This is an optimization exercise on Yosys and OpenROAD, whose aim is small area, a short achievable clock period and few clock cycles per item, not a production implementation.
Only simulation tests tie the RTL to the original design; equivalence was not proved.

## integer_dct_8x8_2d
module integer_dct_8x8_2d (
  input  logic                                clk,
  input  logic                                rst_n,
  input  logic                                in_valid,
  output logic                                in_stall,
  input  logic [dct2d_pkg::SAMPLE_W-1:0]      in_sample_0,
  input  logic [dct2d_pkg::SAMPLE_W-1:0]      in_sample_1,
  input  logic [dct2d_pkg::SAMPLE_W-1:0]      in_sample_2,
  input  logic [dct2d_pkg::SAMPLE_W-1:0]      in_sample_3,
  input  logic [dct2d_pkg::SAMPLE_W-1:0]      in_sample_4,
  input  logic [dct2d_pkg::SAMPLE_W-1:0]      in_sample_5,
  input  logic [dct2d_pkg::SAMPLE_W-1:0]      in_sample_6,
  input  logic [dct2d_pkg::SAMPLE_W-1:0]      in_sample_7,
  output logic                                out_valid,
  input  logic                                out_stall,
  output logic signed [dct2d_pkg::COEF_W-1:0] out_coef_0,
  output logic signed [dct2d_pkg::COEF_W-1:0] out_coef_1,
  output logic signed [dct2d_pkg::COEF_W-1:0] out_coef_2,
  output logic signed [dct2d_pkg::COEF_W-1:0] out_coef_3,
  output logic signed [dct2d_pkg::COEF_W-1:0] out_coef_4,
  output logic signed [dct2d_pkg::COEF_W-1:0] out_coef_5,
  output logic signed [dct2d_pkg::COEF_W-1:0] out_coef_6,
  output logic signed [dct2d_pkg::COEF_W-1:0] out_coef_7,
  output logic                                out_last_row
);
Settings: LEC_CHECK=0, ABC_AREA=1, CAP_MARGIN=20, CORE_MARGIN=2, CORE_UTILIZATION=58, CTS_CLUSTER_DIAMETER=50, CTS_CLUSTER_SIZE=20, SETUP_SLACK_MARGIN=3.75, SLEW_MARGIN=20; clock period 7.5 ns.
run.sh (not shown) runs the stock make flow with config.mk's settings and CLKGATE_MAP_FILE= SYNTH_SCRIPT=/design/flow/synth_recipe.tcl, a recipe that flattens the netlist after the stock synthesis.
The starting point produced a clean layout.
Testbench counts at the start, summed over its fixed seeds: cycles 2,208, blocks 256.
Rerun with:
Settings changed: CORE_UTILIZATION 58 to 65, CTS_CLUSTER_DIAMETER 50 to 80, CTS_CLUSTER_SIZE 20 to 30, SETUP_SLACK_MARGIN 3.75 to 3.8.
The changed run went through all stages and came out clean. Clock skew shrinks by 0.019 ns. Area after synthesis stays the same. Design area shrinks slightly. Sequential cell count stays the same. Worst hold slack gains 0.0094 ns. Via count grows by a few percent. Utilization grows by 7.0 points.
Rerun with:
Settings changed: CORE_UTILIZATION 65 to 60, CTS_CLUSTER_DIAMETER 80 to 60, CTS_CLUSTER_SIZE 30 to 25, SETUP_SLACK_MARGIN 3.8 to 3.9.
After rerunning:
- setup slack improved by 0.089 ns
- design area came out higher slightly
- via count came out lower slightly
- die area came out higher by a little under a tenth
- count of clock-buffer cells in the layout came out higher by 41
- non-clock buffer count came out lower by 7
- final cell count came out higher by a few percent
- area after synthesis does not change
- routed wire length came out lower slightly
- sequential share of layout area came out lower by 0.86 points

* * *

## amber
Another version of the RTL of integer_dct_8x8_2d (not shown whole).
Size in the first run: about 200 I/O pins, roughly 0.090 mm² of cells after synthesis.
==> flow/design.v (excerpt) <==
module integer_dct_8x8_2d (
  input  logic                                clk,
  input  logic                                rst_n,
  input  logic                                in_valid,
  output logic                                in_stall,
  input  logic [dct2d_pkg::SAMPLE_W-1:0]      in_sample_0,
  input  logic [dct2d_pkg::SAMPLE_W-1:0]      in_sample_1,
  input  logic [dct2d_pkg::SAMPLE_W-1:0]      in_sample_2,
  input  logic [dct2d_pkg::SAMPLE_W-1:0]      in_sample_3,
  input  logic [dct2d_pkg::SAMPLE_W-1:0]      in_sample_4,
  input  logic [dct2d_pkg::SAMPLE_W-1:0]      in_sample_5,
  input  logic [dct2d_pkg::SAMPLE_W-1:0]      in_sample_6,
  input  logic [dct2d_pkg::SAMPLE_W-1:0]      in_sample_7,
  output logic                                out_valid,
  input  logic                                out_stall,
  output logic signed [dct2d_pkg::COEF_W-1:0] out_coef_0,
  output logic signed [dct2d_pkg::COEF_W-1:0] out_coef_1,
  output logic signed [dct2d_pkg::COEF_W-1:0] out_coef_2,
  output logic signed [dct2d_pkg::COEF_W-1:0] out_coef_3,
  output logic signed [dct2d_pkg::COEF_W-1:0] out_coef_4,
  output logic signed [dct2d_pkg::COEF_W-1:0] out_coef_5,
  output logic signed [dct2d_pkg::COEF_W-1:0] out_coef_6,
  output logic signed [dct2d_pkg::COEF_W-1:0] out_coef_7,
  output logic                                out_last_row
);
clock: 7.5 ns
lec_check: 0
cap_margin: 20
core_margin: 2
core_utilization: 60
setup_slack_margin: 3.6
slew_margin: 20
amber: PASS, flow complete, no timing, DRC or antenna violations
Testbench counts of amber, summed over its fixed seeds: cycles 2,208, blocks 256.
For zinc, these inputs were changed with respect to amber:
- an added ABC_AREA of 1
- a change of SETUP_SLACK_MARGIN from 3.6 to 3.5
- an added CTS_CLUSTER_SIZE of 25
- an added CTS_CLUSTER_DIAMETER of 60
[summary]
zinc: total CTS buffers 47 below amber. On critical path depth: between zinc and amber, it ends up lower for amber. The final reports for zinc and amber show utilization of the core after routing lower in the former. Between zinc and amber, the difference in area of the die is negligible. From amber to zinc the numbers moved as follows: design area moved down, cell depth of the worst flop-to-flop path moved up, buffering stage count on the worst path with inverters included moved up, cell count after synthesis moved up. Run comparison: amber cell with the biggest individual delay on the critical path fa_1; zinc cell with the biggest individual delay on the critical path o21ai_0. Side by side, fraction of the cycle the final worst path needs turned out lower in zinc than in amber.
Modified inputs, lagoon compared to zinc
- CORE_UTILIZATION: 60 -> 70
- ABC_AREA: 1 -> unset
### Flow results
Pin slew with the least headroom to its limit on lagoon is up relative to zinc.
On met1 demand-to-capacity share in global routing: lagoon sits above zinc.
Re met2 routed wirelength: zinc was higher than lagoon.
lagoon against zinc: sequential cell count neither gained nor lost much; global-route wire length before repair lost 5000 µm; total length of routed wires lost 1.0%; clock skew picked up an extra 0.0070 ns.
lagoon: instance count after placement with tap cells included 1,574 below zinc
Of the two candidates, zinc has the better maximum achievable frequency and lagoon the worse one.
Cmp lagoon and zinc / length of routed wiring on met1 / lower: lagoon
Input-level comparison between juniper and lagoon:
- SETUP_SLACK_MARGIN: 3.5 -> 3.9
- ABC_AREA: unset -> 1
- CORE_UTILIZATION: 70 -> 60
Results
Going from lagoon to juniper, number of clock buffer instances in the layout grew by 15, met2 wire length moved up. Of the two values seen for critical path capture point, u_rp.ep0[39] was produced by juniper and u_rp.ep1[54] by lagoon. Between lagoon and juniper, the flow reports total cell area at the placement stage increasing slightly. Diff lagoon..juniper | setup TNS | unchanged. Final cell utilization of the core, juniper and lagoon: higher on lagoon.
The inputs of harbor differ from those of juniper as listed below.
- a deleted ABC_AREA that had been 1
Results
There was hardly any difference in area after synthesis between harbor and juniper.
Count of clock-buffer cells in the layout: harbor lower than juniper
juniper was smaller in final cell area than harbor.
Total wire length delta for harbor relative to juniper: 4.1% lower
Side by side, layout-stage area growth over the synthesis result turned out higher in harbor than in juniper.
Delta (harbor minus juniper): count of non-CTS buffers in the layout +49; number of register bits inferred by synthesis was more or less identical; multiplexer share of the synthesized area increased by 5.6 points relative to the old numbers.
Changes observed in harbor relative to juniper: share of the clock period used by the worst path after layout shows an increase of 4.8 points; overall via count from detail_route moved down.
juniper reports its critical path startpoint as u_rp.sd0[17] while harbor reports u_rp.sd1[17].

afterwards: timing with drivers on the ports:
Ports are ideal in the flow. The routed layouts listed here were re-timed in OpenROAD.
Step 1: set_driving_cell puts a clkbuf_16 on clk and a buf_2 on each other input, an assumption about the parent block.
Step 2 adds t to the input delays and takes it off the output delays; t is the mean of the earliest and latest rising clock arrival at the registers after step 1. Input paths then give back, and output paths get back, about the clock's delay inside the block.
Slacks: ideal / step 1 / step 2; pairs: ideal / step 1.
run | shift t [ns] | setup slack, ns | worst register clock-pin slew, ns
the first run of note 1 | 0.875 | 3.683 / 3.683 / 3.112 | 0.08 / 0.08
the second run of note 1 | 0.822 | 3.617 / 3.617 / 3.145 | 0.11 / 0.11
the third run of note 1 | 0.857 | 3.706 / 3.706 / 3.274 | 0.10 / 0.10
amber | 0.887 | 3.435 / 3.435 / 3.435 | 0.07 / 0.07
zinc | 0.873 | 3.630 / 3.630 / 3.630 | 0.09 / 0.09
lagoon | 0.827 | 3.315 / 3.315 / 3.315 | 0.10 / 0.10
juniper | 0.878 | 3.747 / 3.747 / 3.747 | 0.09 / 0.09
harbor | 0.881 | 3.387 / 3.387 / 3.387 | 0.09 / 0.09
After both steps setup and hold are still met in every run listed. For the first run of note 1, which loses most, drivers alone change the setup slack by 0.000 ns; drivers and shift together by -0.571 ns.
